From an optimization exercise on the open Yosys and OpenROAD flow, aimed at small area, a short achievable clock period and few clock cycles per item; shortcuts taken in it are not production practice. Where RTL was checked, it was by simulation tests only, not by an equivalence proof against the original. Function not checked in run 1: the RTL went through the layout flow alone. No activity file was given, so power comes from the tool's default toggle rates.

### flow/design.v
package ppmd_pkg;
   localparam int unsigned TS_W     = 24;
   localparam int unsigned WIDTH_W  = 16;
   localparam int unsigned THR_W    = 16;
   localparam int unsigned COUNT_W  = 4;
   localparam int unsigned CHAN_W   = 3;
   localparam int unsigned FRAME_W  = 32;
   localparam int unsigned RESYNC_W = 16;
   localparam int unsigned CSR_INDEX_W = 2;
   localparam int unsigned CSR_DATA_W  = 24;
   localparam logic [TS_W-1:0]    PERIOD_RESET    = 24'hFF_FFFF;
   localparam logic [THR_W-1:0]   THRESHOLD_RESET = 16'd3000;
   localparam logic [COUNT_W-1:0] COUNT_RESET     = 4'd7;
   localparam logic [1:0] CSR_TIMER_PERIOD    = 2'd0;
   localparam logic [1:0] CSR_FRAME_THRESHOLD = 2'd1;
   localparam logic [1:0] CSR_CHANNEL_COUNT   = 2'd2;
endpackage
module ppmd_div (
   input  logic [19:0] x,
   output logic [15:0] q,
   output logic        big
);
   function automatic logic [4:0] res5(input logic [3:0] d);
      res5[0] = d == 4'd0 || d == 4'd5 || d == 4'd10 || d == 4'd15;
      res5[1] = d == 4'd1 || d == 4'd6 || d == 4'd11;
      res5[2] = d == 4'd2 || d == 4'd7 || d == 4'd12;
      res5[3] = d == 4'd3 || d == 4'd8 || d == 4'd13;
      res5[4] = d == 4'd4 || d == 4'd9 || d == 4'd14;
   endfunction
   function automatic logic [4:0] add5(input logic [4:0] a, input logic [4:0] b);
      add5[0] = (a[0] && b[0]) || (a[1] && b[4]) || (a[2] && b[3]) || (a[3] && b[2]) || (a[4] && b[1]);
      add5[1] = (a[0] && b[1]) || (a[1] && b[0]) || (a[2] && b[4]) || (a[3] && b[3]) || (a[4] && b[2]);
      add5[2] = (a[0] && b[2]) || (a[1] && b[1]) || (a[2] && b[0]) || (a[3] && b[4]) || (a[4] && b[3]);
      add5[3] = (a[0] && b[3]) || (a[1] && b[2]) || (a[2] && b[1]) || (a[3] && b[0]) || (a[4] && b[4]);
      add5[4] = (a[0] && b[4]) || (a[1] && b[3]) || (a[2] && b[2]) || (a[3] && b[1]) || (a[4] && b[0]);
   endfunction
   function automatic logic [3:0] qdig(input logic [4:0] r, input logic [3:0] d);
      logic [3:0] c0, c1, c2, c3, c4;
      c0[0] = d == 4'd5 || d == 4'd6 || d == 4'd7 || d == 4'd8 || d == 4'd9 || d == 4'd15;
      c0[1] = d == 4'd10 || d == 4'd11 || d == 4'd12 || d == 4'd13 || d == 4'd14 || d == 4'd15;
      c0[2] = 1'b0;
      c0[3] = 1'b0;
      c1[0] = d == 4'd0 || d == 4'd1 || d == 4'd2 || d == 4'd3 || d == 4'd9 || d == 4'd10 || d == 4'd11 || d == 4'd12 || d == 4'd13;
      c1[1] = d == 4'd0 || d == 4'd1 || d == 4'd2 || d == 4'd3 || d == 4'd14 || d == 4'd15;
      c1[2] = d == 4'd4 || d == 4'd5 || d == 4'd6 || d == 4'd7 || d == 4'd8 || d == 4'd9 || d == 4'd10 || d == 4'd11 || d == 4'd12 || d == 4'd13 || d == 4'd14 || d == 4'd15;
      c1[3] = 1'b0;
      c2[0] = d == 4'd3 || d == 4'd4 || d == 4'd5 || d == 4'd6 || d == 4'd7 || d == 4'd13 || d == 4'd14 || d == 4'd15;
      c2[1] = d == 4'd0 || d == 4'd1 || d == 4'd2 || d == 4'd3 || d == 4'd4 || d == 4'd5 || d == 4'd6 || d == 4'd7;
      c2[2] = d == 4'd0 || d == 4'd1 || d == 4'd2 || d == 4'd3 || d == 4'd4 || d == 4'd5 || d == 4'd6 || d == 4'd7;
      c2[3] = d == 4'd8 || d == 4'd9 || d == 4'd10 || d == 4'd11 || d == 4'd12 || d == 4'd13 || d == 4'd14 || d == 4'd15;
      c3[0] = d == 4'd0 || d == 4'd1 || d == 4'd7 || d == 4'd8 || d == 4'd9 || d == 4'd10 || d == 4'd11;
      c3[1] = d == 4'd2 || d == 4'd3 || d == 4'd4 || d == 4'd5 || d == 4'd6 || d == 4'd7 || d == 4'd8 || d == 4'd9 || d == 4'd10 || d == 4'd11;
      c3[2] = d == 4'd12 || d == 4'd13 || d == 4'd14 || d == 4'd15;
      c3[3] = d == 4'd0 || d == 4'd1 || d == 4'd2 || d == 4'd3 || d == 4'd4 || d == 4'd5 || d == 4'd6 || d == 4'd7 || d == 4'd8 || d == 4'd9 || d == 4'd10 || d == 4'd11 || d == 4'd12 || d == 4'd13 || d == 4'd14 || d == 4'd15;
      c4[0] = d == 4'd1 || d == 4'd2 || d == 4'd3 || d == 4'd4 || d == 4'd5 || d == 4'd11 || d == 4'd12 || d == 4'd13 || d == 4'd14 || d == 4'd15;
      c4[1] = d == 4'd6 || d == 4'd7 || d == 4'd8 || d == 4'd9 || d == 4'd10 || d == 4'd11 || d == 4'd12 || d == 4'd13 || d == 4'd14 || d == 4'd15;
      c4[2] = d == 4'd0 || d == 4'd1 || d == 4'd2 || d == 4'd3 || d == 4'd4 || d == 4'd5 || d == 4'd6 || d == 4'd7 || d == 4'd8 || d == 4'd9 || d == 4'd10 || d == 4'd11 || d == 4'd12 || d == 4'd13 || d == 4'd14 || d == 4'd15;
      c4[3] = d == 4'd0 || d == 4'd1 || d == 4'd2 || d == 4'd3 || d == 4'd4 || d == 4'd5 || d == 4'd6 || d == 4'd7 || d == 4'd8 || d == 4'd9 || d == 4'd10 || d == 4'd11 || d == 4'd12 || d == 4'd13 || d == 4'd14 || d == 4'd15;
      qdig = ({4{r[0]}} & c0) | ({4{r[1]}} & c1) | ({4{r[2]}} & c2) |
             ({4{r[3]}} & c3) | ({4{r[4]}} & c4);
   endfunction
   logic [4:0] r4, r3, r2, r1, m21;
   always_comb begin
      big = (x[19:16] >= 4'd5);
      for (int k = 0; k < 5; k++) begin
         r4[k] = (x[19:16] == 4'(k));
      end
      r3  = add5(r4, res5(x[15:12]));
      m21 = add5(res5(x[11:8]), res5(x[7:4]));
      r2  = add5(r3, res5(x[11:8]));
      r1  = add5(r3, m21);
      q   = {qdig(r4, x[15:12]), qdig(r3, x[11:8]), qdig(r2, x[7:4]), qdig(r1, x[3:0])};
   end
endmodule
import ppmd_pkg::*;
module ppm_pulse_train_decoder_top #(
   parameter int unsigned MAX_CHANNELS  = 8,
   parameter int unsigned CYCLES_PER_US = 80
) (
   input  logic                                 clock,
   input  logic                                 reset,
   input  logic                                 req_valid,
   output logic                                 req_ready,
   input  logic                                 req_edge_rising,
   input  logic [ppmd_pkg::TS_W-1:0]            req_timestamp,
   output logic                                 rsp_valid,
   input  logic                                 rsp_ready,
   output logic [ppmd_pkg::CHAN_W-1:0]          rsp_channel,
   output logic [ppmd_pkg::WIDTH_W-1:0]         rsp_width_us,
   output logic [ppmd_pkg::FRAME_W-1:0]         rsp_frame_number,
   output logic [ppmd_pkg::RESYNC_W-1:0]        rsp_resync_total,
   output logic                                 rsp_last,
   input  logic                                 csr_valid,
   output logic                                 csr_ready,
   input  logic [ppmd_pkg::CSR_INDEX_W-1:0]     csr_index,
   input  logic [ppmd_pkg::CSR_DATA_W-1:0]      csr_wdata
);
   logic [TS_W-1:0]     period_ff;
   logic [19:0]         thr5_ff;
   logic                thr_max_ff;
   logic                thr_raw_ff;      
   logic [COUNT_W-1:0]  count_ff;
   logic [3:0]          n_chan;
   logic                v1_ff;
   logic [TS_W-1:0]     rise_ff, fall_ff;
   logic                v2_ff, slip1_ff, sat_ff;
   logic [19:0]         x_ff;
   logic                rv_ff;           
   logic                hunt_ff;         
   logic                gap_ff;          
   logic [3:0]          chan_ff;
   logic [FRAME_W-1:0]  frame_ff;
   logic [RESYNC_W-1:0] resync_ff;
   logic [WIDTH_W-1:0]  store_ff [8];
   logic                emit_ff, last_ff;
   logic [2:0]          eidx_ff;
   logic                ready_ff;
   assign n_chan    = (count_ff > 4'd8) ? 4'd8 : count_ff;
   assign csr_ready = 1'b1;
   assign req_ready = ready_ff;
   logic            cr, cf, sn, ln;
   logic [TS_W:0]   rp, fp, d0;
   always_comb begin
      cr = (req_timestamp < rise_ff);
      cf = (req_timestamp < fall_ff);
      rp = {1'b0, rise_ff} - {1'b0, period_ff};
      fp = {1'b0, fall_ff} - {1'b0, period_ff};
      sn = !rp[TS_W] && (req_timestamp < rp[TS_W-1:0]);
      ln = !fp[TS_W] && (req_timestamp < fp[TS_W-1:0]);
      d0 = {1'b0, fall_ff} - {1'b0, rise_ff};
   end
   logic            cr1_ff, cf1_ff, sn1_ff, ln1_ff;
   logic [TS_W:0]   d01_ff;
   logic [TS_W:0]   dp, dm, diff;
   logic            slip1_in, sat_in;
   always_comb begin
      dp = d01_ff + {1'b0, period_ff};
      dm = d01_ff - {1'b0, period_ff};
      if (cr1_ff && !cf1_ff)      diff = dp;
      else if (!cr1_ff && cf1_ff) diff = dm;
      else                        diff = d01_ff;
      sat_in   = sn1_ff && !ln1_ff;
      slip1_in = (!sn1_ff && ln1_ff) || (!(sn1_ff ^ ln1_ff) && diff[TS_W]);
   end
   logic [15:0] dq;
   logic        dbig;
   logic [15:0] w;
   logic        above;
   logic [3:0]  widx, nidx;
   logic        measured, lslip, slip, complete, store_we, clash, hold;
   ppmd_div u_div (
      .x   (x_ff),
      .q   (dq),
      .big (dbig)
   );
   always_comb begin
      w        = (sat_ff || dbig) ? 16'hFFFF : dq;
      above    = !thr_max_ff && (sat_ff || (x_ff >= thr5_ff));
      widx     = gap_ff ? 4'd0 : chan_ff;
      measured = v2_ff && rv_ff && !slip1_ff;
      if (above) begin
         lslip = (widx != n_chan);
         nidx  = 4'd0;
      end else begin
         lslip = (widx >= n_chan);
         nidx  = widx + 4'd1;
      end
      slip     = v2_ff && rv_ff && (slip1_ff || (!hunt_ff && lslip));
      complete = measured && !hunt_ff && !lslip && (nidx == n_chan);
      store_we = measured && !hunt_ff && !widx[3];
      clash    = emit_ff && store_we && (widx < n_chan) && (widx[2:0] >= eidx_ff);
      hold     = clash || (emit_ff && (slip || complete));
   end
   logic accept, v1_in, v2_in, emit_in;
   logic [19:0] thr5_a, thr5_b, thr5_s, thr5_c, thr5_in;
   always_comb begin
      thr5_a  = {thr5_ff[17:0], 2'b0};
      thr5_b  = thr5_ff;
      thr5_s  = thr5_a ^ thr5_b ^ 20'd5;
      thr5_c  = {(thr5_a[18:0] & thr5_b[18:0]) | (thr5_a[18:0] & 19'd5) |
                 (thr5_b[18:0] & 19'd5), 1'b0};
      thr5_in = thr5_s + thr5_c;
   end
   always_comb begin
      accept  = req_valid && ready_ff;
      v1_in   = (accept && req_edge_rising) || (v1_ff && hold);
      v2_in   = hold || v1_ff;
      emit_in = emit_ff ? !(rsp_ready && last_ff) : (complete && !hold && (n_chan != 4'd0));
   end
   always_ff @(posedge clock) begin
      if (reset) begin
         period_ff  <= PERIOD_RESET;
         thr5_ff    <= 20'(5 * (32'(THRESHOLD_RESET) + 1));
         thr_raw_ff <= 1'b0;
         thr_max_ff <= 1'b0;
         count_ff   <= COUNT_RESET;
         v1_ff      <= 1'b0;
         v2_ff      <= 1'b0;
         rv_ff      <= 1'b0;
         hunt_ff    <= 1'b1;
         gap_ff     <= 1'b0;
         chan_ff    <= '0;
         frame_ff   <= '0;
         resync_ff  <= '0;
         emit_ff    <= 1'b0;
         eidx_ff    <= '0;
         last_ff    <= 1'b0;
         ready_ff   <= 1'b1;
      end else begin
         thr_raw_ff <= csr_valid && (csr_index == CSR_FRAME_THRESHOLD);
         if (thr_raw_ff) begin
            thr5_ff <= thr5_in;
         end
         if (csr_valid) begin
            case (csr_index)
               CSR_TIMER_PERIOD: period_ff <= csr_wdata[TS_W-1:0];
               CSR_FRAME_THRESHOLD: begin
                  thr5_ff    <= {4'b0, csr_wdata[15:0]};
                  thr_max_ff <= &csr_wdata[15:0];
               end
               CSR_CHANNEL_COUNT: count_ff <= csr_wdata[COUNT_W-1:0];
               default: ;
            endcase
         end
         v1_ff <= v1_in;
         v2_ff <= v2_in;
         if (v2_ff && !hold) begin
            if (!rv_ff) begin
               rv_ff <= 1'b1;
            end else if (slip) begin
               rv_ff <= 1'b0;
            end
            if (rv_ff && !slip1_ff) begin
               if (hunt_ff) begin
                  if (above) begin
                     hunt_ff <= 1'b0;
                     gap_ff  <= 1'b1;
                  end
               end else begin
                  gap_ff  <= 1'b0;
                  chan_ff <= lslip ? widx : nidx;
               end
            end
         end
         if (slip && !hold) begin
            resync_ff <= resync_ff + RESYNC_W'(1);
         end
         if (complete && !hold) begin
            frame_ff <= frame_ff + FRAME_W'(1);
         end
         emit_ff <= emit_in;
         if (!emit_ff) begin
            eidx_ff <= '0;
            last_ff <= (n_chan == 4'd1);
         end else if (rsp_ready) begin
            eidx_ff <= eidx_ff + 3'd1;
            last_ff <= ({1'b0, eidx_ff} + 4'd2 == n_chan);
         end
         ready_ff <= !(v1_in && v2_in && emit_in);
      end
   end
   always_ff @(posedge clock) begin
      if (accept && !req_edge_rising) begin
         fall_ff <= req_timestamp;
      end
      if (accept && req_edge_rising) begin
         rise_ff <= req_timestamp;
         cr1_ff  <= cr;
         cf1_ff  <= cf;
         sn1_ff  <= sn;
         ln1_ff  <= ln;
         d01_ff  <= d0;
      end
      if (v1_ff && !hold) begin
         x_ff     <= diff[23:4];
         slip1_ff <= slip1_in;
         sat_ff   <= sat_in;
      end
      if (store_we && !clash) begin
         store_ff[widx[2:0]] <= w;
      end
   end
   assign rsp_valid        = emit_ff;
   assign rsp_channel      = eidx_ff;
   assign rsp_width_us     = store_ff[eidx_ff];
   assign rsp_frame_number = frame_ff;
   assign rsp_resync_total = resync_ff;
   assign rsp_last         = last_ff;
endmodule
### flow/run.sh
#!/bin/bash
# synth_recipe.tcl (not shown) runs the flow's synth.tcl, then flattens the netlist and writes it again
# the make line also repeats each setting of config.mk as NAME=value (left out here)
make -C /OpenROAD-flow-scripts/flow DESIGN_CONFIG=/design/flow/config.mk WORK_HOME=/design/flow/orfs CLKGATE_MAP_FILE= SYNTH_SCRIPT=/design/flow/synth_recipe.tcl finish
### flow/config.mk
export PLATFORM = sky130hd
export DESIGN_NAME = ppm_pulse_train_decoder_top
export DESIGN_NICKNAME = ppm_pulse_train_decoder_top
export VERILOG_FILES = /design/flow/design.v
export SDC_FILE = /design/flow/constraint.sdc
export NUM_CORES = 4
export LEC_CHECK = 0
export CAP_MARGIN = 20
export CORE_MARGIN = 2
export CORE_UTILIZATION = 40
export SETUP_SLACK_MARGIN = 3.5
export SLEW_MARGIN = 20
### flow/constraint.sdc
create_clock -name core_clock -period 8.0 [get_ports {clock}]
set_input_delay 1.6000 -clock core_clock [delete_from_list [all_inputs] [get_ports {clock}]]
set_output_delay 1.6000 -clock core_clock [all_outputs]
set_load 0.01 [all_outputs]
==> summary.txt, run 1 <==
Floorplanning
  – IO Pins: between 100 and 150
  – Initial core utilization: about two fifths
  – Die height: around 250 um
  – # rows: 91
  – DIE WIDTH: 254 um
  – Die area: 64,700 sq um
  – Core footprint: 61,800 sq um

CTS
  – Clk sink count: ~340
  – Worst skew pair latency: 580 ps
  – Hold_buf cts: 0
  – Worst-path clk slew: 60 ps
  – CTS Buf Count: ~40
  – Root Buffer: clkbuf_16
  – CTS tree: built
  – H-tree Lvls: 2
  – Max Root-Sink Buffers: 3

Route
  – Drt pass-1 iters: 7
  – Via count: slightly above 20k
  – Final wirelength: just under 70 mm
  – DRT antenna net count: 0
  – Post-DR vias/cell: ~5.7
  – Drc violations: 0
  – Wire length per cell: roughly 19 um
  – Number of DRC markers in iteration 0: approximately 1.5k

Finish
  – Most frequent cells in the layout: ha_1, edfxtp_1, nor2_1
  – Area grow syn2layout: 15.3%
  – Share of post-route cells with drive strength above 1: 9.67%
  – Commonest non-fill, non-tap cell in the layout: ha_1
  – Fill count: around 5.8k
  – FF+latch area: 9140 sq um
  – Fin nets: between 3k and 4k
  – Multi-input gate area: 15,000 sq um

Synthesis
  – Synth Register Bits: between 300 and 400
  – Mapped Area: between 20,000 and 30,000 sq um
  – Yosys warns: 2
  – Synth unique cells: 106
  – Synth Net Count: around 2.9k
  – Fraction of synthesized cell area in xor and xnor cells: under 10%
  – Synth Area in Simple Gates: about 15%
  – Post-Syn Instances: about 2.6k
  – Synth Flop Type: edfxtp_1
  – Async S/R FF share, synth: 0%
  – Main combinational cell family by area after synthesis: compound AO/OA/AOI/OAI gates
  – Sequential-to-total area share from yosys stat: between 30% and 40%
  – Mux cell area share after synthesis: 5.56%
  – Synth Area per Inst: 9.65 sq um
  – Synth Area in Compound Gates: between 10% and 20%
  – Adder-cell share of the synthesized area: ~14%
  – Post-synth EDFFs: roughly 230

GRT
  – M3 GR Usage: 2.87%
  – First-pass GRT wire length: ~110 mm
  – Most Crowded Layer GR: met2
  – Grt ovf: 0
  – Total GRT Usage: between 20% and 30%
  – Pin count of the biggest net entering global routing: 57
  – Met1 Track Usage GR: 26.6%
  – Initial antenna violation count: 2
  – Vias in the first global route: between 20k and 25k
  – Routing usage on met2: a little over a third

Status
  – Outcome: timing/DRC/antenna clean

Place
  – Final Wtd Congestion: approximately 0.9
  – Hpwl dp: slightly below 50 mm
  – # port buffers: roughly 130

Timing
  – Least-Margin Pin Slew: around 1000 ps
  – Tcrit/Tclk final: 55.2%
  – Hold Vio Cnt, Final: 0
  – Layout Skew: between 20 and 25 ps
  – RSZ-0062 raised after global routing: true
  – Slew Viols, Final: 0
  – Peak Freq: between 200 and 250 MHz
  – Tmin final: between 4000 and 5000 ps
  – Final setup violation count: 0
  – Hold WS: between 400 and 500 ps
  – Slew headroom: a little under a third
  – TNS Setup: 0 ps

Min path
  – HP Class: register to register

Pwr
  – Lkg Pwr: 11.3 nW
  – Peak supply drop: approximately 0.00012 V
  – Pwr Density: approximately 170 nW/um^2

Flow run
  – Max-Cap Viols: 0

Worst setup path
  – Required @ worst endpoint: between 8000 and 9000 ps
  – Critical Path Sink Type: register
  – CP max FO: 4
  – Startpoint types: register
  – CP arrival: between 4000 and 5000 ps
  – Setup CP Type: register to register
==> cells by family after synthesis <==
| logic type | count (synthesis) |
|---|---|
| AOI/OAI and AO/OA | 718 |
| xor gates and xnor gates | 127 |
| adders and majority gates | 284 |
| buffers and inverters | 298 |
| DFF | 343 |
| muxes | 94 |
| other | 1 |
| and+or+nand+nor | 731 |
==> area by class of cell <==
class                   count  share of cell area [%]
diodes                      1                 0.00866
repair buffers            177                    5.83
flip-flops and latches    343                    31.7
well taps                 837                    3.63
clock buffers              48                    3.79
clock inverters            26                   0.892
inverters                 181                    2.36
multi-input cells        1955                    51.8
==> critical path: stages, from the launching register on <==
cell	delay, ps
dfxtp_1	310
inv_2	150
ha_4	240
o21ai_0	160
a21oi_1	90
o41ai_2	350
buf_4	180
a211oi_2	70
o31a_1	290
o22a_1	260
a21o_1	220
a21o_1	180
a21oi_1	160
xor2_1	170
ha_1	270
a21o_1	160
a21oi_1	140
nor2b_1	60
o21ai_1	110
nand2b_1	80
a21oi_1	140
nor2b_1	60
o21ai_0	140
nand2_1	90
a221oi_2	180
==> what timing repair did <==
| item | 4_1_cts | 5_1_grt |
|---|---|---|
| gates resized for setup | 7 | 33 |
| endpoints found under the setup margin | 2 | 77 |
| pin swaps | 2 | 15 |
| setup buffers | 2 | 28 |
==> final timing paths <==
check	startpoint	end	slack, ps	cells past startpoint
max reg2reg	period_ff[2]	sn1_ff	3580	24
min reg2reg	chan_ff[3]	chan_ff[3]	450	2
max	period_ff[2]	sn1_ff	3580	24
min	chan_ff[3]	chan_ff[3]	450	2
==> stage by stage <==
stage               util (%)  setup WS [ps]  instance area (sq um)  power (mW)  std cells
finish                  46.7           3580                  28900        4.80       3568
floorplan                  -           3770                  25100        2.66       2596
global placement        43.8           3150                  27100        2.88       3463
global route            46.7           3210                  28900        5.04       3567
CTS                     46.0           3480                  28500        4.82       3539
detailed placement      43.8           3160                  27100        2.91       3463
==> flip-flops by register name (all words and copies together) (netlist names), 16 cells and up, named ones only <==
name	count
d01_ff	25
period_ff	24
frame_ff	32
store_ff	128
x_ff	20
fall_ff	24
resync_ff	16
rise_ff	24
thr5_ff	20
==> cells in the mapped netlist (11+ instances only) <==
| library cell | n | share of area, % |
|---|---|---|
| buf_4 | 11 | 0.33 |
| o221ai_1 | 11 | 0.38 |
| mux4_2 | 33 | 3.0 |
| nor3_1 | 53 | 1.1 |
| mux2i_1 | 32 | 1.3 |
| nand2_1 | 154 | 2.3 |
| or3_1 | 17 | 0.42 |
| nand4_1 | 48 | 1.2 |
| dfxtp_1 | 116 | 9.3 |
| nand2b_1 | 51 | 1.3 |
| a22oi_1 | 17 | 0.51 |
| xor2_1 | 44 | 1.5 |
| or4_1 | 11 | 0.33 |
| o21ai_0 | 110 | 2.2 |
| a211oi_1 | 27 | 0.81 |
| o21a_1 | 19 | 0.57 |
| inv_1 | 178 | 2.7 |
| or2_2 | 11 | 0.27 |
| and2_1 | 17 | 0.42 |
| mux2_2 | 28 | 1.3 |
| nand3_1 | 55 | 1.1 |
| ha_1 | 279 | 14 |
| a31oi_1 | 14 | 0.35 |
| a21o_1 | 66 | 2.0 |
| xnor2_1 | 82 | 2.9 |
| a211o_1 | 12 | 0.42 |
| o211ai_1 | 47 | 1.4 |
| and3_1 | 25 | 0.62 |
| buf_2 | 23 | 0.46 |
| nor4_1 | 20 | 0.50 |
| edfxtp_1 | 227 | 27 |
| nor2b_1 | 48 | 1.2 |
| a21oi_1 | 186 | 3.7 |
| o21bai_1 | 16 | 0.48 |
| clkbuf_1 | 70 | 1.0 |
| nor2_1 | 188 | 2.8 |
| o22ai_1 | 51 | 1.3 |
==> per-layer routing <==
layer	part of all wire, %	wire length [um]
met5	0.037	25
met4	2.4	1630
met1	45	30300
met2	48	32400
met3	4.7	3150
==> where the power goes <==
part | switching (mW) | internal, mW | leakage (nW)
Sequential | 0.0467 | 1.94 | 2.98
Clock | 0.777 | 1.11 | 0.662
Combinational | 0.536 | 0.389 | 7.68
Total | 1.36 | 3.44 | 11.3
==> run 2: changes to the inputs <==
--- a/flow/design.v
+++ b/flow/design.v
@@ -119,26 +119,37 @@
    assign csr_ready = 1'b1;
    assign req_ready = ready_ff;
    logic            cr, cf, sn, ln;
-   logic [TS_W:0]   rp, fp, d0;
+   logic [TS_W:0]   d0;
+   function automatic logic wrap_neg(input logic [TS_W-1:0] t, input logic [TS_W-1:0] p,
+                                     input logic [TS_W-1:0] ref_t);
+      logic [TS_W+1:0] a, b, c, s, cy;
+      logic [TS_W+2:0] v;
+      a  = {2'b0, t};
+      b  = {2'b0, p};
+      c  = ~{2'b0, ref_t};
+      s  = a ^ b ^ c;
+      cy = {(a[TS_W:0] & b[TS_W:0]) | (a[TS_W:0] & c[TS_W:0]) | (b[TS_W:0] & c[TS_W:0]), 1'b0};
+      v  = {s, 1'b1} + {cy, 1'b1};
+      wrap_neg = v[TS_W+2];
+   endfunction
    always_comb begin
       cr = (req_timestamp < rise_ff);
       cf = (req_timestamp < fall_ff);
-      rp = {1'b0, rise_ff} - {1'b0, period_ff};
-      fp = {1'b0, fall_ff} - {1'b0, period_ff};
-      sn = !rp[TS_W] && (req_timestamp < rp[TS_W-1:0]);
-      ln = !fp[TS_W] && (req_timestamp < fp[TS_W-1:0]);
+      sn = wrap_neg(req_timestamp, period_ff, rise_ff);
+      ln = wrap_neg(req_timestamp, period_ff, fall_ff);
       d0 = {1'b0, fall_ff} - {1'b0, rise_ff};
    end
    logic            cr1_ff, cf1_ff, sn1_ff, ln1_ff;
    logic [TS_W:0]   d01_ff;
-   logic [TS_W:0]   dp, dm, diff;
+   logic [TS_W:0]   off, diff;
+   logic            sub;
    logic            slip1_in, sat_in;
    always_comb begin
-      dp = d01_ff + {1'b0, period_ff};
-      dm = d01_ff - {1'b0, period_ff};
-      if (cr1_ff && !cf1_ff)      diff = dp;
-      else if (!cr1_ff && cf1_ff) diff = dm;
-      else                        diff = d01_ff;
+      sub = !cr1_ff && cf1_ff;
+      if (cr1_ff && !cf1_ff) off = {1'b0, period_ff};
+      else if (sub)          off = ~{1'b0, period_ff};
+      else                   off = '0;
+      diff = d01_ff + off + {{TS_W{1'b0}}, sub};
       sat_in   = sn1_ff && !ln1_ff;
       slip1_in = (!sn1_ff && ln1_ff) || (!(sn1_ff ^ ln1_ff) && diff[TS_W]);
    end
--- a/flow/config.mk
+++ b/flow/config.mk
@@ -8,5 +8,5 @@
 export CAP_MARGIN = 20
 export CORE_MARGIN = 2
 export CORE_UTILIZATION = 40
-export SETUP_SLACK_MARGIN = 3.5
+export SETUP_SLACK_MARGIN = 4.5
 export SLEW_MARGIN = 20
==> summary.txt, run 2 <==
Status
  – Outcome: timing/DRC/antenna clean (unchanged)

Place
  – # port buffers: 125 (unchanged)
  – Hpwl dp: 41.7 mm (was 49.2 mm)
  – Cell area after placement: 24,700 sq um (was 27,100 sq um)
  – Final Wtd Congestion: 0.875 (was 0.897)
  – DP Worst Slack: 2980 ps (was 3160 ps)
  – Dpl cells: 3,052 (was 3,463)

Synthesis
  – Adder-cell share of the synthesized area: 16.0% (was 14.3%)
  – Synth Area in Simple Gates: 14.1% (was 14.7%)
  – Post-Syn Instances: 2,242 (was 2,596)
  – Fraction of synthesized cell area in xor and xnor cells: 3.60% (was 4.47%)
  – Async S/R FF share, synth: 0% (unchanged)
  – Main area contributors after synthesis: edfxtp_1, ha_1, dfxtp_1 (unchanged)
  – Mux cell area share after synthesis: 4.90% (was 5.56%)
  – Top cell type's share of synthesized area: 30.1% (was 27.2%)
  – Main combinational cell family by area after synthesis: adder cells (was compound AO/OA/AOI/OAI gates)
  – Synth Net Count: 2,556 (was 2,934)
  – Post-synth EDFFs: 227 (unchanged)
  – Commonest cells in the synthesized netlist: inv_1, edfxtp_1, ha_1 (was ha_1, edfxtp_1, nor2_1)
  – Synth Flop Type: edfxtp_1 (unchanged)
  – Synth Area in Compound Gates: 15.3% (was 19.7%)
  – Most frequent cell after synthesis: inv_1 (was ha_1)
  – Synth Area per Inst: 10.1 sq um (was 9.65 sq um)
  – Sequential-to-total area share from yosys stat: 40.4% (was 36.5%)
  – Synth Register Bits: 343 (unchanged)
  – Mapped Area: 22,600 sq um (was 25,100 sq um)
  – Synth unique cells: 96 (was 106)
  – Yosys warns: 2 (unchanged)
  – Cell accounting for the most synthesized area: edfxtp_1 (unchanged)

CTS
  – Hold_buf cts: 0 (unchanged)
  – Max Root-Sink Buffers: 3 (unchanged)
  – Worst-path clk slew: 60 ps (about the same)
  – Clk sink count: 343 (unchanged)
  – CTS tree: built (unchanged)
  – H-tree Lvls: 2 (unchanged)
  – Worst skew pair latency: 580 ps (about the same)
  – CTS Buf Count: 41 (unchanged)
  – Root Buffer: clkbuf_16 (unchanged)

Timing
  – Hold WS: 493 ps (was 454 ps)
  – Slew Viols, Final: 0 (unchanged)
  – Worst setup margin: 4190 ps (was 3580 ps)
  – Hold Vio Cnt, Final: 0 (unchanged)
  – Layout Skew: 28.9 ps (was 23.7 ps)
  – Peak Freq: 262 MHz (was 226 MHz)
  – Least-Margin Pin Slew: 901 ps (was 1050 ps)
  – TNS Setup: 0 ps (unchanged)
  – Tcrit/Tclk final: 47.7% (was 55.2%)
  – Slew headroom: 39.2% (was 30.0%)
  – Tmin final: 3810 ps (was 4420 ps)
  – RSZ-0062 raised after global routing: true (unchanged)
  – Final setup violation count: 0 (unchanged)

Min path
  – HP Class: register to register (unchanged)

Finish
  – Multi-input gate area: 13,400 sq um (was 15,000 sq um)
  – Share of post-route cells with drive strength above 1: 21.6% (was 9.67%)
  – FF+latch area: 9150 sq um (was 9140 sq um)
  – Commonest non-fill, non-tap cell in the layout: inv_1 (was ha_1)
  – Cell area after layout: 29,000 sq um (was 28,900 sq um)
  – Post-route insts no fill: 3,316 (was 3,568)
  – Fill count: 4,992 (was 5,760)
  – Area grow syn2layout: 27.9% (was 15.3%)
  – Fin nets: 2,842 (was 3,037)
  – Antenna Cells: 0 (was 1)
  – Max reg flops: 128 (unchanged)
  – Most frequent cells in the layout: inv_1, edfxtp_1, ha_1 (was ha_1, edfxtp_1, nor2_1)

GRT
  – Initial antenna violation count: 0 (was 2)
  – Pin count of the biggest net entering global routing: 60 (was 57)
  – Vias in the first global route: 18.1k (was 20.1k)
  – First-pass GRT wire length: 96.9 mm (was 106 mm)
  – Grt ovf: 0 (unchanged)
  – Total GRT Usage: 20.5% (was 20.4%)

Floorplanning
  – IO Pins: 127 (unchanged)
  – Initial core utilization: 40.3% (was 40.5%)
  – Die area: 58,500 sq um (was 64,700 sq um)
  – # rows: 87 (was 91)
  – DIE WIDTH: 242 um (was 254 um)
  – Die height: 242 um (was 254 um)
  – Core footprint: 56,200 sq um (was 61,800 sq um)

Worst setup path
  – CP max-delay cell: mux4_2 (was o41ai_2)
  – Startpoint types: register (unchanged)
  – CP max FO: 4 (unchanged)
  – Required @ worst endpoint: 6400 ps (was 8410 ps)
  – CP cell instances: buf_16 -> buf_12 -> mux4_2 -> mux2_4 -> buf_6 (was inv_2 -> ha_4 -> o21ai_0 -> a21oi_1 -> o41ai_2 -> buf_4 -> a211oi_2 -> o31a_1 -> o22a_1 -> a21o_1 -> a21o_1 -> a21oi_1 -> xor2_1 -> ha_1 -> a21o_1 -> a21oi_1 -> nor2b_1 -> o21ai_1 -> nand2b_1 -> a21oi_1 -> nor2b_1 -> o21ai_0 -> nand2_1 -> a221oi_2)
  – CP arrival: 2210 ps (was 4830 ps)
  – Delay of the slowest critical-path stage: 510 ps (was 350 ps)
  – Critical Path Sink Type: output port (was register)
  – Setup CP Type: register to output port (was register to register)

Route
  – Final wirelength: 62.9 mm (was 67.5 mm)
  – Metal2 WL: 32.1 mm (was 32.4 mm)
  – DRT antenna net count: 0 (unchanged)
  – Post-DR vias/cell: 5.52 (was 5.74)
  – Wire length per cell: 19.0 um (was 18.9 um)
  – Drc violations: 0 (unchanged)
  – Max Used Layer: met4 (was met5)
  – Via count: 18.3k (was 20.5k)
  – Number of DRC markers in iteration 0: 1,187 (was 1,532)
  – M1 WL: 26.5 mm (was 30.3 mm)
  – Met3 wire len: 2.33 mm (was 3.15 mm)
  – Drt pass-1 iters: 7 (unchanged)

Pwr
  – Peak supply drop: 0.000148 V (was 0.000124 V)
  – Lkg Pwr: 11.6 nW (was 11.3 nW)
  – Pwr Density: 165 nW/um^2 (was 166 nW/um^2)

Flow run
  – Max-Cap Viols: 0 (unchanged)
run 2: per-stage QoR:
| stage | power (mW) | util [%] |
|---|---|---|
| after global routing | 4.97 | 51.6 |
| after CTS | 4.72 | 49.3 |
| final | 4.77 | 51.6 |
| after detailed placement | 2.78 | 44.0 |
| after floorplan | 2.56 | - |
| after global placement | 2.76 | 44.0 |
run 2: layout make-up:
cell class | instances | area share (%)
Clock buffer | 53 | 3.88
Clock inverter | 22 | 0.704
Inverter | 246 | 3.23
Multi-Input combinational cell | 1565 | 46.1
Sequential cell | 343 | 31.6
Tap cell | 756 | 3.27
Timing Repair Buffer | 331 | 11.2
run 2: timing repair:
item	CTS	global route
cloned	13	4
buffers inserted	100	72
resized for setup	290	188
setup endpoints to repair	177	229
pin swaps	72	95
run 2: worst paths after layout:
kind	endpoint	slack (ps)	from	cells after the start
hold reg to reg	count_ff[0]	490	count_ff[0]	2
setup reg to reg	chan_ff[2]	4210	x_ff[15]	16
setup / recovery	rsp_width_us[9]	4190	register	5
hold / removal	count_ff[0]	490	count_ff[0]	2
run 2: critical path: cells and delay by family, from the launching register on:
kind                   cells  cell delay [ps]
muxes                      2              800
DFF                        1              460
buffers and inverters      3              380
run 2: logic make-up (layout without fill, tap and decap cells):
logic type / Yosys count / in the layout
mux: 68 / 68
xor+xnor: 93 / 93
simple gates: 619 / 626
flops: 343 / 343
buf+inv: 341 / 652
fa+ha+maj: 260 / 260
other cells: 1 / 1
compound gates: 517 / 517
run 2: metal layers:
| metal | up-vias | global-route usage, % |
|---|---|---|
| met3 | 116 | 2.20 |
| met4 | 0 | 6.88 |
| met5 | - | 0 |
| met1 | 8957 | 25.6 |
| li1 | 8792 | - |
| met2 | 451 | 36.9 |
run 2: power by group:
group	internal [mW]	total [mW]	switching (mW)
combinational	0.406	0.926	0.521
clock	1.09	1.86	0.766
sequential	1.94	1.98	0.0367
total	3.44	4.77	1.32
Testbench counts of run 2, summed over its fixed seeds: cycles 5,896, items 2,560.
==> run 3: changes to the inputs <==
--- a/flow/config.mk
+++ b/flow/config.mk
@@ -7,6 +7,6 @@
 export LEC_CHECK = 0
 export CAP_MARGIN = 20
 export CORE_MARGIN = 2
-export CORE_UTILIZATION = 40
-export SETUP_SLACK_MARGIN = 4.5
+export CORE_UTILIZATION = 60
+export SETUP_SLACK_MARGIN = 4.0
 export SLEW_MARGIN = 20
==> summary.txt, run 3 <==
Finish
  – Fin nets: 2,690 (was 2,842)
  – Fill count: 2,882 (was 4,992)
  – Max reg flops: 128 (unchanged)
  – Share of post-route cells with drive strength above 1: 9.83% (was 21.6%)
  – Most frequent cells in the layout: inv_1, edfxtp_1, ha_1 (unchanged)
  – Area grow syn2layout: 15.4% (was 27.9%)
  – Commonest non-fill, non-tap cell in the layout: inv_1 (unchanged)

Place
  – Final Wtd Congestion: 0.887 (was 0.875)
  – # port buffers: 125 (unchanged)
  – DP Worst Slack: 2870 ps (was 2980 ps)
  – Hpwl dp: 38.5 mm (was 41.7 mm)

Min path
  – HP Class: register to register (unchanged)

Route
  – Post-DR vias/cell: 5.99 (was 5.52)
  – Drt pass-1 iters: 9 (was 7)
  – Final wirelength: 54.1 mm (was 62.9 mm)
  – Drc violations: 0 (unchanged)
  – Wire length per cell: 18.6 um (was 19.0 um)
  – Number of DRC markers in iteration 0: 1,070 (was 1,187)
  – DRT antenna net count: 0 (unchanged)
  – Via count: 17.5k (was 18.3k)

Synthesis
  – Top cell type's share of synthesized area: 30.1% (unchanged)
  – Most frequent cell after synthesis: inv_1 (unchanged)
  – Synth Area per Inst: 10.1 sq um (unchanged)
  – Synth Flop Type: edfxtp_1 (unchanged)
  – Async S/R FF share, synth: 0% (unchanged)
  – Mapped Area: 22,600 sq um (unchanged)
  – Post-Syn Instances: 2,242 (unchanged)
  – Post-synth EDFFs: 227 (unchanged)
  – Synth unique cells: 96 (unchanged)
  – Main area contributors after synthesis: edfxtp_1, ha_1, dfxtp_1 (unchanged)
  – Synth Net Count: 2,556 (unchanged)
  – Commonest cells in the synthesized netlist: inv_1, edfxtp_1, ha_1 (unchanged)
  – Cell accounting for the most synthesized area: edfxtp_1 (unchanged)
  – Synth Register Bits: 343 (unchanged)
  – Yosys warns: 2 (unchanged)
  – Sequential-to-total area share from yosys stat: 40.4% (unchanged)

Floorplanning
  – # rows: 71 (was 87)
  – IO Pins: 127 (unchanged)
  – Die height: 198 um (was 242 um)
  – Die area: 39,300 sq um (was 58,500 sq um)
  – DIE WIDTH: 198 um (was 242 um)
  – Core footprint: 37,400 sq um (was 56,200 sq um)
  – Initial core utilization: 60.5% (was 40.3%)

Timing
  – Tcrit/Tclk final: 50.8% (was 47.7%)
  – Hold WS: 477 ps (was 493 ps)
  – Layout Skew: 15.7 ps (was 28.9 ps)
  – Least-Margin Pin Slew: 1020 ps (was 901 ps)
  – Final setup violation count: 0 (unchanged)
  – Worst setup margin: 3930 ps (was 4190 ps)
  – Slew headroom: 31.4% (was 39.2%)
  – RSZ-0062 raised after global routing: true (unchanged)
  – Tmin final: 4070 ps (was 3810 ps)
  – Slew Viols, Final: 0 (unchanged)
  – TNS Setup: 0 ps (unchanged)
  – Hold Vio Cnt, Final: 0 (unchanged)
  – Peak Freq: 246 MHz (was 262 MHz)

GRT
  – First-pass GRT wire length: 86.7 mm (was 96.9 mm)
  – Most Crowded Layer GR: met2 (unchanged)
  – Initial antenna violation count: 0 (unchanged)
  – Pin count of the biggest net entering global routing: 77 (was 60)
  – Met1 Track Usage GR: 35.6% (was 25.6%)
  – Grt ovf: 0 (unchanged)
  – Vias in the first global route: 17.0k (was 18.1k)
  – Total GRT Usage: 27.8% (was 20.5%)
  – Routing usage on met2: 48.7% (was 36.9%)
  – M3 GR Usage: 2.79% (was 2.20%)

CTS
  – CTS tree: built (unchanged)
  – Clk sink count: 343 (unchanged)
  – Max Root-Sink Buffers: 3 (unchanged)
  – Root Buffer: clkbuf_16 (unchanged)
  – Worst-path clk slew: 60 ps (about the same)
  – Worst skew pair latency: 550 ps (was 580 ps)
  – H-tree Lvls: 2 (unchanged)
  – CTS Buf Count: 38 (was 41)

Flow run
  – Max-Cap Viols: 0 (unchanged)

Status
  – Outcome: timing/DRC/antenna clean (unchanged)

Worst setup path
  – CP top delay family: multiplexers (unchanged)
  – WP buf/inv: 2 (was 3)
  – CP max-delay cell: mux4_2 (unchanged)
  – Required @ worst endpoint: 6400 ps (about the same)
  – Setup CP Type: register to output port (unchanged)
  – Delay of the slowest critical-path stage: 510 ps (about the same)
  – CP cell instances: buf_12 -> mux4_2 -> mux2_2 -> clkdlybuf4s50_1 (was buf_16 -> buf_12 -> mux4_2 -> mux2_4 -> buf_6)
  – Startpoint types: register (unchanged)
  – Critical Path Sink Type: output port (unchanged)
  – CP arrival: 2470 ps (was 2210 ps)
  – CP max FO: 16 (was 4)

Pwr
  – Peak supply drop: 0.000170 V (was 0.000148 V)
  – Pwr Density: 169 nW/um^2 (was 165 nW/um^2)
  – Lkg Pwr: 10.4 nW (was 11.6 nW)
run 3: cell counts after synthesis:
No cell type changed its count.
run 3: layout make-up:
type                       instances  area [sq um]  share of cell area [%]
multi-input combinational       1560         12500                    48.0
tap                              511           639                    2.45
antenna                            1          2.50                 0.00957
clock inverter                    15           101                   0.388
inverter                         246           923                    3.53
timing repair buffer             187          1740                    6.66
sequential                       343          9150                    35.0
clock buffer                      51          1050                    4.01
run 3: worst paths after layout:
kind                     start                to  slack (ps)  cells past startpoint
setup / recovery      register  rsp_width_us[12]        3930                      4
hold / removal    frame_ff[31]      frame_ff[31]         480                      2
setup reg to reg      x_ff[17]      frame_ff[18]        4210                     13
hold reg to reg   frame_ff[31]      frame_ff[31]         480                      2
run 3: cells by family after synthesis:
logic type                 Yosys count  share of synthesized area, %
AOI/OAI and AO/OA                  517                          15.3
xor gates and xnor gates            93                          3.60
adders and majority gates          260                          16.0
buffers and inverters              341                          5.74
DFF                                343                          40.4
muxes                               68                          4.90
other                                1                        0.0166
and+or+nand+nor                    619                          14.1
run 3: repair_timing:
action	in CTS	in global routing
pin swaps	7	3
setup buffers	28	16
hold buffers	0	0
gates cloned	2	1
gates resized for setup	45	38
endpoints found under the setup margin	115	110
run 3: layer usage:
layer	wire length [um]	share of wire, %
met2	27100	50
met3	2250	4.2
met5	0	0
met1	23000	43
met4	1700	3.1
run 3: metrics by stage:
step | total power, mW | cell area [sq um] | cells | util (%)
finish | 4.42 | 26100 | 2914 | 69.9
global route | 4.63 | 26100 | 2913 | 69.9
CTS | 4.43 | 25900 | 2896 | 69.2
detailed placement | 2.77 | 24300 | 2800 | 65.1
global placement | 2.74 | 24300 | 2800 | 65.1
floorplan | 2.56 | 22600 | 2242 | -
run 3: power breakdown:
group | leakage (nW) | internal (mW) | switching (mW)
Combinational | 6.83 | 0.335 | 0.454
Sequential | 2.98 | 1.94 | 0.0412
Clock | 0.552 | 0.950 | 0.699
Total | 10.4 | 3.23 | 1.19
run 3: worst min-delay path: stages, from the launching register on:
cell and delay (ps):
dfxtp_1 320, o31ai_1 60, a21oi_1 50
==> run 4: changes to the inputs <==
--- a/flow/config.mk
+++ b/flow/config.mk
@@ -7,6 +7,6 @@
 export LEC_CHECK = 0
 export CAP_MARGIN = 20
 export CORE_MARGIN = 2
-export CORE_UTILIZATION = 60
+export CORE_UTILIZATION = 75
 export SETUP_SLACK_MARGIN = 4.0
 export SLEW_MARGIN = 20
==> summary.txt, run 4 <==
Status
  – Outcome: timing/DRC/antenna clean (unchanged)

Finish
  – Share of post-route cells with drive strength above 1: 11.2% (was 9.83%)
  – Multi-input gate area: 12,500 sq um (about the same)
  – Fill count: 1,393 (was 2,882)
  – Post-route insts no fill: 2,817 (was 2,914)
  – Fin nets: 2,709 (was 2,690)
  – Most frequent cells in the layout: inv_1, edfxtp_1, ha_1 (unchanged)
  – Area grow syn2layout: 15.9% (was 15.4%)
  – Commonest non-fill, non-tap cell in the layout: inv_1 (unchanged)
  – Max reg flops: 128 (unchanged)
  – FF+latch area: 9140 sq um (was 9150 sq um)

Worst setup path
  – CP arrival: 4230 ps (was 2470 ps)
  – CP top delay family: simple AND/OR/NAND/NOR gates (was multiplexers)
  – Most used cell, CP: inv_1
  – Required @ worst endpoint: 8220 ps (was 6400 ps)
  – WP buf/inv: 2 (unchanged)
  – CP max FO: 16 (unchanged)
  – Setup CP Type: register to register (was register to output port)
  – Delay of the slowest critical-path stage: 680 ps (was 510 ps)
  – Reg2reg setup slack: 3990 ps (was 4210 ps)
  – Reg-to-reg critical path startpoint: gap_ff (was x_ff[17])
  – CP max-delay cell: nor3_1 (was mux4_2)
  – CP cell instances: inv_1 -> nand2_2 -> inv_1 -> ha_1 -> nor2b_1 -> o211a_1 -> or4_1 -> nor3_1 -> nor2_1 -> nand2_1 -> nor2_2 (was buf_12 -> mux4_2 -> mux2_2 -> clkdlybuf4s50_1)
  – Reg-to-reg endpoint: store_ff[7][11] (was frame_ff[18])
  – Startpoint types: register (unchanged)
  – Reg2Reg Depth: 11 (was 13)
  – Critical Path Sink Type: register (was output port)

Synthesis
  – Top cell type's share of synthesized area: 30.1% (unchanged)
  – Synth unique cells: 96 (unchanged)
  – Commonest cells in the synthesized netlist: inv_1, edfxtp_1, ha_1 (unchanged)
  – Synth Net Count: 2,556 (unchanged)
  – Main area contributors after synthesis: edfxtp_1, ha_1, dfxtp_1 (unchanged)
  – Synth Flop Type: edfxtp_1 (unchanged)
  – Most frequent cell after synthesis: inv_1 (unchanged)
  – Yosys warns: 2 (unchanged)
  – Synth Area per Inst: 10.1 sq um (unchanged)
  – Sequential-to-total area share from yosys stat: 40.4% (unchanged)
  – Async S/R FF share, synth: 0% (unchanged)
  – Synth Register Bits: 343 (unchanged)
  – Post-synth EDFFs: 227 (unchanged)
  – Post-Syn Instances: 2,242 (unchanged)
  – Cell accounting for the most synthesized area: edfxtp_1 (unchanged)
  – Mapped Area: 22,600 sq um (unchanged)

CTS
  – CTS tree: built (unchanged)
  – Max Root-Sink Buffers: 3 (unchanged)
  – Worst-path clk slew: 60 ps (about the same)
  – Worst skew pair latency: 560 ps (was 550 ps)
  – H-tree Lvls: 2 (unchanged)
  – Hold_buf cts: 0 (unchanged)
  – Root Buffer: clkbuf_16 (unchanged)
  – CTS Buf Count: 37 (was 38)
  – Clk sink count: 343 (unchanged)

Pwr
  – Sequential power share: 42.7% (was 44.9%)
  – Peak supply drop: 0.000189 V (was 0.000170 V)
  – Pwr Density: 177 nW/um^2 (was 169 nW/um^2)
  – Clock Power Share: 39.1% (was 37.3%)
  – Internal power: 3.33 mW (was 3.23 mW)
  – Switch Pwr: 1.31 mW (was 1.19 mW)
  – Lkg Pwr: 10.6 nW (was 10.4 nW)
  – Comb pwr share: 18.2% (was 17.8%)
  – Sw Ratio: 28.2% (was 27.0%)

GRT
  – First-pass GRT wire length: 102 mm (was 86.7 mm)
  – Total GRT Usage: 41.7% (was 27.8%)
  – Grt ovf: 0 (unchanged)
  – Vias in the first global route: 19.2k (was 17.0k)
  – Pin count of the biggest net entering global routing: 77 (unchanged)
  – Initial antenna violation count: 2 (was 0)

Timing
  – Hold WS: 511 ps (was 477 ps)
  – Hold Vio Cnt, Final: 0 (unchanged)
  – Tmin final: 4010 ps (was 4070 ps)
  – Least-Margin Pin Slew: 1150 ps (was 1020 ps)
  – Slew Viols, Final: 0 (unchanged)
  – RSZ-0062 raised after global routing: false (was true)
  – Final setup violation count: 0 (unchanged)
  – Layout Skew: 35.5 ps (was 15.7 ps)
  – Peak Freq: 250 MHz (was 246 MHz)
  – TNS Setup: 0 ps (unchanged)
  – Tcrit/Tclk final: 50.1% (was 50.8%)
  – Slew headroom: 23.3% (was 31.4%)

Place
  – Hpwl dp: 40.7 mm (was 38.5 mm)
  – Final Wtd Congestion: 0.929 (was 0.887)
  – # port buffers: 125 (unchanged)
  – Dpl cells: 2,674 (was 2,800)

Floorplanning
  – DIE WIDTH: 178 um (was 198 um)
  – Initial core utilization: 76.2% (was 60.5%)
  – Die height: 178 um (was 198 um)
  – IO Pins: 127 (unchanged)
  – Core footprint: 29,700 sq um (was 37,400 sq um)
  – Die area: 31,600 sq um (was 39,300 sq um)
  – # rows: 63 (was 71)

Route
  – Wire length per cell: 24.2 um (was 18.6 um)
  – Number of DRC markers in iteration 0: 2,821 (was 1,070)
  – Via count: 19.8k (was 17.5k)
  – Final wirelength: 68.0 mm (was 54.1 mm)
  – Drt pass-1 iters: 12 (was 9)
  – Drc violations: 0 (unchanged)
  – DRT antenna net count: 0 (unchanged)
  – Post-DR vias/cell: 7.01 (was 5.99)

Min path
  – Hold EP: thr5_ff[19] (was frame_ff[31])
  – HP Class: register to register (unchanged)
  – Hold wc startpoint: thr5_ff[19] (was frame_ff[31])
  – Hold path cells: 2 (unchanged)

Flow run
  – Max-Cap Viols: 0 (unchanged)
run 4: cell counts after synthesis:
No cell type changed its count.
run 4: cells by family after synthesis:
| group | count (synthesis) | share of synthesized area (%) |
|---|---|---|
| xor+xnor | 93 | 3.60 |
| flops | 343 | 40.4 |
| mux | 68 | 4.90 |
| compound gates | 517 | 15.3 |
| simple gates | 619 | 14.1 |
| buf+inv | 341 | 5.74 |
| other cells | 1 | 0.0166 |
| fa+ha+maj | 260 | 16.0 |
run 4: final cells by class:
type                       count  area share (%)
sequential                   343            34.8
timing repair buffer         208            7.32
antenna                        3          0.0286
clock buffer                  53            4.11
multi-input combinational   1559            47.7
inverter                     246            3.52
clock inverter                15           0.629
tap                          390            1.86
run 4: per-stage QoR:
| stage | worst slack, ps | area, sq um | total power, mW | util, % |
|---|---|---|---|---|
| after global routing | 3450 | 26200 | 4.77 | 88.3 |
| after detailed placement | 3000 | 24200 | 2.77 | 81.3 |
| after CTS | 3940 | 25900 | 4.55 | 87.1 |
| final | 3990 | 26300 | 4.65 | 88.3 |
| after floorplan | 4000 | 22600 | 2.56 | - |
| after global placement | 3110 | 24200 | 2.73 | 81.3 |
run 4: per-layer routing:
layer	GRT usage (%)	routed length, um	vias up
li1	-	-	8527
met5	1.28	0	-
met2	71.5	33100	1533
met1	48.4	23100	9270
met3	9.96	7130	430
met4	21.9	4660	0
run 4: how the worst max path moves through the flow:
stage	from	endpoint	slack [ps]	cells after the start
2_1_floorplan	req_timestamp[10]	sn1_ff	4000	13
3_3_place_gp	req_timestamp[1]	sn1_ff	3110	14
3_5_place_dp	req_timestamp[1]	sn1_ff	3000	14
4_1_cts	register	rsp_width_us[15]	3940	4
5_1_grt	x_ff[17]	frame_ff[27]	3450	12
6_report	gap_ff	store_ff[7][11]	3990	11
run 4: timing repair:
item,CTS,global route
endpoints found under the hold margin,0,0
buffers inserted,42,28
gates resized for setup,50,54
setup endpoints to repair,117,120
cloned,1,1
pin swaps,6,14
run 4: worst register-to-register path: cells and delay by family, from the launching register on:
kind                     cells  cell delay [ps]
AND/OR/NAND/NOR              7             2360
flip-flops                   1              430
adder cells (fa/ha/maj)      1              340
buffers and inverters        2              310
AO/OA/AOI/OAI                1              240
run 4: power by group through the flow:
stage | clock network, mW | logic, mW | registers [mW]
floorplan | 0 | 0.553 | 2.00
global placement | 0 | 0.694 | 2.03
detailed placement | 0 | 0.736 | 2.03
CTS | 1.78 | 0.791 | 1.99
global route | 1.86 | 0.924 | 1.99
finish | 1.82 | 0.844 | 1.98
==> run 5: changes to the inputs <==
--- a/flow/config.mk
+++ b/flow/config.mk
@@ -5,8 +5,8 @@
 export SDC_FILE = /design/flow/constraint.sdc
 export NUM_CORES = 4
 export LEC_CHECK = 0
-export CAP_MARGIN = 20
+export CAP_MARGIN = 0
 export CORE_MARGIN = 2
-export CORE_UTILIZATION = 75
+export CORE_UTILIZATION = 40
 export SETUP_SLACK_MARGIN = 4.0
-export SLEW_MARGIN = 20
+export SLEW_MARGIN = 0
==> summary.txt, run 5 <==
Finish
  – Max reg flops: 128 (unchanged)
  – Area grow syn2layout: 17.7% (was 15.9%)
  – Fin nets: 2,695 (was 2,709)
  – Commonest non-fill, non-tap cell in the layout: inv_1 (unchanged)
  – Antenna Cells: 0 (was 3)
  – Cell area after layout: 26,700 sq um (was 26,300 sq um)
  – Final Util: 47.5% (was 88.3%)
  – Post-route insts no fill: 3,167 (was 2,817)
  – Most frequent cells in the layout: inv_1, edfxtp_1, ha_1 (unchanged)
  – Share of post-route cells with drive strength above 1: 9.91% (was 11.2%)
  – Fill count: 5,256 (was 1,393)

Synthesis
  – Most frequent cell after synthesis: inv_1 (unchanged)
  – Synth unique cells: 96 (unchanged)
  – Async S/R FF share, synth: 0% (unchanged)
  – Post-Syn Instances: 2,242 (unchanged)
  – Main area contributors after synthesis: edfxtp_1, ha_1, dfxtp_1 (unchanged)
  – Sequential-to-total area share from yosys stat: 40.4% (unchanged)
  – Synth Register Bits: 343 (unchanged)
  – Commonest cells in the synthesized netlist: inv_1, edfxtp_1, ha_1 (unchanged)
  – Yosys warns: 2 (unchanged)
  – Cell accounting for the most synthesized area: edfxtp_1 (unchanged)
  – Synth Flop Type: edfxtp_1 (unchanged)
  – Top cell type's share of synthesized area: 30.1% (unchanged)
  – Synth Net Count: 2,556 (unchanged)
  – Post-synth EDFFs: 227 (unchanged)
  – Synth Area per Inst: 10.1 sq um (unchanged)
  – Mapped Area: 22,600 sq um (unchanged)

CTS
  – H-tree Lvls: 2 (unchanged)
  – CTS tree: built (unchanged)
  – Hold_buf cts: 0 (unchanged)
  – Max Root-Sink Buffers: 3 (unchanged)
  – Root Buffer: clkbuf_16 (unchanged)
  – Clk sink count: 343 (unchanged)
  – Worst-path clk slew: 60 ps (about the same)
  – CTS Buf Count: 41 (was 37)
  – Worst skew pair latency: 570 ps (was 560 ps)

Floorplanning
  – Die area: 58,500 sq um (was 31,600 sq um)
  – Die height: 242 um (was 178 um)
  – Initial core utilization: 40.3% (was 76.2%)
  – IO Pins: 127 (unchanged)
  – DIE WIDTH: 242 um (was 178 um)
  – Core footprint: 56,200 sq um (was 29,700 sq um)
  – # rows: 87 (was 63)

Timing
  – RSZ-0062 raised after global routing: true (was false)
  – Layout Skew: 19.3 ps (was 35.5 ps)
  – TNS Setup: 0 ps (unchanged)
  – Tcrit/Tclk final: 49.3% (was 50.1%)
  – Slew headroom: 31.5% (was 23.3%)
  – Slew Viols, Final: 0 (unchanged)
  – Peak Freq: 254 MHz (was 250 MHz)
  – Hold Vio Cnt, Final: 0 (unchanged)
  – Least-Margin Pin Slew: 1030 ps (was 1150 ps)
  – Tmin final: 3940 ps (was 4010 ps)
  – Final setup violation count: 0 (unchanged)

Worst setup path
  – Setup CP Type: register to output port (was register to register)
  – CP top delay family: multiplexers (was simple AND/OR/NAND/NOR gates)
  – CP cell instances: buf_12 -> buf_16 -> buf_12 -> mux4_2 -> mux2_2 -> dlygate4sd2_1 (was inv_1 -> nand2_2 -> inv_1 -> ha_1 -> nor2b_1 -> o211a_1 -> or4_1 -> nor3_1 -> nor2_1 -> nand2_1 -> nor2_2)
  – Startpoint types: register (unchanged)
  – CP max FO: 10 (was 16)
  – WP buf/inv: 4 (was 2)
  – Required @ worst endpoint: 6400 ps (was 8220 ps)
  – Most used cell, CP: buf_12 (was inv_1)
  – CP arrival: 2340 ps (was 4230 ps)
  – Critical Path Sink Type: output port (was register)
  – Delay of the slowest critical-path stage: 490 ps (was 680 ps)
  – CP max-delay cell: mux4_2 (was nor3_1)

Pwr
  – Peak supply drop: 0.000173 V (was 0.000189 V)
  – Tot Pwr: 4.56 mW (was 4.65 mW)
  – Pwr Density: 171 nW/um^2 (was 177 nW/um^2)
  – Lkg Pwr: 10.6 nW (about the same)

Route
  – DRT antenna net count: 0 (unchanged)
  – Drc violations: 0 (unchanged)
  – Wire length per cell: 17.4 um (was 24.2 um)
  – Final wirelength: 55.2 mm (was 68.0 mm)
  – Drt pass-1 iters: 7 (was 12)
  – Number of DRC markers in iteration 0: 1,014 (was 2,821)
  – Via count: 17.3k (was 19.8k)
  – Post-DR vias/cell: 5.47 (was 7.01)

GRT
  – Initial antenna violation count: 0 (was 2)
  – Pin count of the biggest net entering global routing: 77 (unchanged)
  – Vias in the first global route: 17.4k (was 19.2k)
  – First-pass GRT wire length: 89.5 mm (was 102 mm)
  – Total GRT Usage: 18.6% (was 41.7%)
  – Grt ovf: 0 (unchanged)

Place
  – # port buffers: 125 (unchanged)
  – Cell area after placement: 24,600 sq um (was 24,200 sq um)
  – Hpwl dp: 39.3 mm (was 40.7 mm)
  – Dpl cells: 3,044 (was 2,674)
  – Final Wtd Congestion: 0.869 (was 0.929)

Min path
  – HP Class: register to register (unchanged)

Flow run
  – Max-Cap Viols: 0 (unchanged)

Status
  – Outcome: timing/DRC/antenna clean (unchanged)
## run 5: repair_timing
item,4_1_cts,5_1_grt
gates cloned,3,1
setup endpoints to repair,122,105
setup buffers,34,12
pin swaps,6,8
resized for setup,58,39
## run 5: power by group
group          leakage, nW  internal (mW)  switching, mW
sequential            2.98           1.94         0.0420
clock                0.633           1.06          0.738
combinational         6.97          0.332          0.450
total                 10.6           3.33           1.23
## run 5: per-layer routing
layer	share of wire, %	track usage [%]	vias up
met2	49	32.9	379
met3	3.7	2.25	92
met4	2.5	5.46	0
li1	-	-	8489
met1	45	23.9	8361
met5	0	0	-
## run 5: cells by family after synthesis
| family | share of synthesized area, % |
|---|---|
| xor+xnor | 3.60 |
| flops | 40.4 |
| other cells | 0.0166 |
| buf+inv | 5.74 |
| compound gates | 15.3 |
| mux | 4.90 |
| simple gates | 14.1 |
| fa+ha+maj | 16.0 |
## run 5: path summary, 6_finish.rpt
| path | slack, ps | start | to | cells after the start |
|---|---|---|---|---|
| worst min register to register | 500 | thr5_ff[19] | thr5_ff[19] | 2 |
| worst max-delay path | 4060 | register | rsp_width_us[9] | 6 |
| worst min-delay path | 500 | thr5_ff[19] | thr5_ff[19] | 2 |
| worst max register to register | 4160 | x_ff[8] | store_ff[0][0] | 8 |
## run 5: area by class of cell
cell class,count,area (sq um),area share [%]
clock inverters,15,113,0.422
well taps,756,946,3.55
clock buffers,58,1170,4.40
multi-input cells,1560,12500,46.9
flip-flops and latches,343,9150,34.3
repair buffers,189,1850,6.94
inverters,246,923,3.46
## run 5: worst reg2reg max path: stages (launching register included)
cell and delay [ps]:
edfxtp_1 620, xnor2_1 360, nor3b_1 870, a222oi_1 180, o211ai_1 300, a222oi_1 170, nand3_1 260, a21oi_1 140
o311ai_2 650
## run 5: stage by stage
| step | hold slack (ps) | setup WS [ps] |
|---|---|---|
| global placement | 468 | 2620 |
| finish | 502 | 4060 |
| floorplan | 451 | 4000 |
| global route | 527 | 3920 |
| CTS | 496 | 3840 |
| detailed placement | 487 | 2620 |
==> run 6: changes to the inputs <==
--- a/flow/config.mk
+++ b/flow/config.mk
@@ -10,3 +10,4 @@
 export CORE_UTILIZATION = 40
 export SETUP_SLACK_MARGIN = 4.0
 export SLEW_MARGIN = 0
+export TNS_END_PERCENT = 10
==> summary.txt, run 6 <==
GRT
  – Vias in the first global route: 17.3k (was 17.4k)
  – Grt ovf: 0 (unchanged)
  – Initial antenna violation count: 0 (unchanged)
  – Total GRT Usage: 18.4% (was 18.6%)
  – Pin count of the biggest net entering global routing: 77 (unchanged)
  – First-pass GRT wire length: 88.6 mm (was 89.5 mm)

CTS
  – H-tree Lvls: 2 (unchanged)
  – CTS Buf Count: 41 (unchanged)
  – CTS tree: built (unchanged)
  – Worst skew pair latency: 570 ps (about the same)
  – Root Buffer: clkbuf_16 (unchanged)
  – Max Root-Sink Buffers: 3 (unchanged)
  – Clk sink count: 343 (unchanged)
  – Worst-path clk slew: 60 ps (about the same)

Synthesis
  – Async S/R FF share, synth: 0% (unchanged)
  – Cell accounting for the most synthesized area: edfxtp_1 (unchanged)
  – Synth Net Count: 2,556 (unchanged)
  – Post-synth EDFFs: 227 (unchanged)
  – Synth Area per Inst: 10.1 sq um (unchanged)
  – Yosys warns: 2 (unchanged)
  – Sequential-to-total area share from yosys stat: 40.4% (unchanged)
  – Top cell type's share of synthesized area: 30.1% (unchanged)
  – Main area contributors after synthesis: edfxtp_1, ha_1, dfxtp_1 (unchanged)
  – Synth Register Bits: 343 (unchanged)
  – Synth unique cells: 96 (unchanged)
  – Post-Syn Instances: 2,242 (unchanged)
  – Most frequent cell after synthesis: inv_1 (unchanged)
  – Commonest cells in the synthesized netlist: inv_1, edfxtp_1, ha_1 (unchanged)
  – Mapped Area: 22,600 sq um (unchanged)
  – Synth Flop Type: edfxtp_1 (unchanged)

Floorplanning
  – # rows: 87 (unchanged)
  – DIE WIDTH: 242 um (unchanged)
  – Die area: 58,500 sq um (unchanged)
  – Core footprint: 56,200 sq um (unchanged)
  – IO Pins: 127 (unchanged)
  – Initial core utilization: 40.3% (unchanged)
  – Die height: 242 um (unchanged)

Finish
  – Fill count: 5,267 (was 5,256)
  – Max reg flops: 128 (unchanged)
  – Area grow syn2layout: 17.4% (was 17.7%)
  – Fin nets: 2,691 (was 2,695)
  – Share of post-route cells with drive strength above 1: 9.64% (was 9.91%)
  – Commonest non-fill, non-tap cell in the layout: inv_1 (unchanged)
  – Cell area after layout: 26,600 sq um (was 26,700 sq um)
  – Antenna Cells: 0 (unchanged)
  – Most frequent cells in the layout: inv_1, edfxtp_1, ha_1 (unchanged)

Route
  – Post-DR vias/cell: 5.49 (was 5.47)
  – Wire length per cell: 17.5 um (was 17.4 um)
  – Final wirelength: 55.2 mm (about the same)
  – Via count: 17.4k (was 17.3k)
  – Drc violations: 0 (unchanged)
  – DRT antenna net count: 0 (unchanged)
  – M1 WL: 24.5 mm (was 24.6 mm)
  – Number of DRC markers in iteration 0: 1,095 (was 1,014)
  – Met3 wire len: 2.17 mm (was 2.06 mm)
  – Max Used Layer: met4 (unchanged)
  – Drt pass-1 iters: 10 (was 7)
  – Metal2 WL: 27.2 mm (about the same)

Place
  – # port buffers: 125 (unchanged)
  – Final Wtd Congestion: 0.869 (unchanged)
  – Cell area after placement: 24,600 sq um (unchanged)
  – Hpwl dp: 39.3 mm (unchanged)

Timing
  – Hold Vio Cnt, Final: 0 (unchanged)
  – Layout Skew: 19.2 ps (was 19.3 ps)
  – Tcrit/Tclk final: 50.8% (was 49.3%)
  – TNS Setup: 0 ps (unchanged)
  – Least-Margin Pin Slew: 999 ps (was 1030 ps)
  – Peak Freq: 246 MHz (was 254 MHz)
  – Final setup violation count: 0 (unchanged)
  – Slew Viols, Final: 0 (unchanged)
  – Tmin final: 4060 ps (was 3940 ps)
  – Slew headroom: 33.2% (was 31.5%)
  – RSZ-0062 raised after global routing: true (unchanged)

Worst setup path
  – CP cell instances: clkbuf_16 -> mux4_2 -> mux2_2 -> clkdlybuf4s50_1 (was buf_12 -> buf_16 -> buf_12 -> mux4_2 -> mux2_2 -> dlygate4sd2_1)
  – Startpoint types: register (unchanged)
  – CP max-delay cell: mux4_2 (unchanged)
  – CP arrival: 2460 ps (was 2340 ps)
  – Required @ worst endpoint: 6400 ps (about the same)
  – Delay of the slowest critical-path stage: 490 ps (about the same)
  – Reg-to-reg critical path startpoint: x_ff[18] (was x_ff[8])
  – CP top delay family: multiplexers (unchanged)
  – CP max FO: 8 (was 10)
  – Reg-to-reg endpoint: frame_ff[26] (was store_ff[0][0])
  – WP buf/inv: 2 (was 4)
  – Critical Path Sink Type: output port (unchanged)
  – Setup CP Type: register to output port (unchanged)
  – Reg2Reg Depth: 11 (was 8)
  – Reg2reg setup slack: 4060 ps (was 4160 ps)

Min path
  – Hold wc startpoint: thr5_ff[19] (unchanged)
  – Hold EP: thr5_ff[19] (unchanged)
  – HP Class: register to register (unchanged)
  – Hold path cells: 2 (unchanged)

Status
  – Outcome: timing/DRC/antenna clean (unchanged)

Pwr
  – Tot Pwr: 4.57 mW (was 4.56 mW)
  – Pwr Density: 172 nW/um^2 (was 171 nW/um^2)
  – Peak supply drop: 0.000175 V (was 0.000173 V)
  – Lkg Pwr: 10.6 nW (about the same)

Flow run
  – Max-Cap Viols: 0 (unchanged)
[run 6: worst max-delay path by stage]
stage,start,to,cells after the start
global placement,req_timestamp[19],ln1_ff,10
finish,register,rsp_width_us[15],4
detailed placement,req_timestamp[19],ln1_ff,10
global route,gap_ff,x_ff[2],12
floorplan,req_timestamp[10],sn1_ff,13
CTS,req_timestamp[19],ln1_ff,11
[run 6: per-stage QoR]
step | worst slack, ps | std cells | util, % | hold slack [ps]
floorplan | 4000 | 2242 | - | 451
global placement | 2620 | 3044 | 43.9 | 468
detailed placement | 2620 | 3044 | 43.9 | 487
CTS | 3780 | 3135 | 46.6 | 496
global route | 3870 | 3163 | 47.3 | 527
finish | 3940 | 3163 | 47.3 | 495
[run 6: timing repair]
item,CTS,global route
gates cloned,1,4
hold buffers,0,0
gates resized for setup,23,46
endpoints found under the setup margin,122,123
setup buffers,17,24
pin swaps,3,7
[run 6: routing by layer]
metal	up-vias	GRT usage, %
met5	-	0
met4	0	5.36
li1	8478	-
met1	8381	23.7
met3	92	2.22
met2	404	32.5
[run 6: final cells by class]
type | instances | area [sq um] | area share, %
clock buffers | 58 | 1170 | 4.41
clock inverters | 15 | 113 | 0.424
inverters | 246 | 923 | 3.47
multi-input cells | 1560 | 12500 | 47.0
flip-flops and latches | 343 | 9150 | 34.4
well taps | 756 | 946 | 3.56
repair buffers | 185 | 1790 | 6.73
[run 6: worst reg2reg max path, cell delays in order (launching register included)]
cell and delay (ps):
edfxtp_1 540, ha_1 400, nand4_2 180, or4_4 600
o32ai_4 270, o31ai_2 140, mux2_4 360, nor4_4 420
nand4_4 250, buf_4 240, or3_1 340, a21oi_1 150
[run 6: kinds of logic after synthesis]
group	share of synthesized area [%]
compound gates	15.3
xor+xnor	3.60
fa+ha+maj	16.0
buf+inv	5.74
flops	40.4
mux	4.90
other cells	0.0166
simple gates	14.1
[run 6: report_power, final]
group / leakage [nW] / internal, mW / total (mW) / switching (mW)
clock network: 0.633 / 1.06 / 1.80 / 0.739
registers: 2.99 / 1.94 / 1.99 / 0.0429
logic: 6.93 / 0.333 / 0.781 / 0.448

what the ideal ports hide:
The flow's constraints put no driver on any port. The routed layouts listed below were extracted and timed again, unchanged, in two steps.
Step 1, drivers: a clkbuf_16 drives clock and a buf_2 each remaining input, both assumed.
Step 2, shift: input delay + t, output delay - t, t = (earliest + latest rising clock arrival at the registers) / 2. This alone moves slack from input paths to output paths.
Three values: ideal ports, drivers, drivers and shift; two values: the first two.
run | shift t [ns] | setup slack, ns
run 1 | 0.629 | 3.583 / 3.583 / 3.577
run 2 | 0.625 | 4.186 / 4.126 / 3.760
run 3 | 0.601 | 3.934 / 3.879 / 3.601
run 4 | 0.595 | 3.993 / 3.954 / 3.466
run 5 | 0.623 | 4.056 / 3.995 / 3.522
run 6 | 0.615 | 3.937 / 3.880 / 3.530
After both steps every run listed still meets setup and hold.
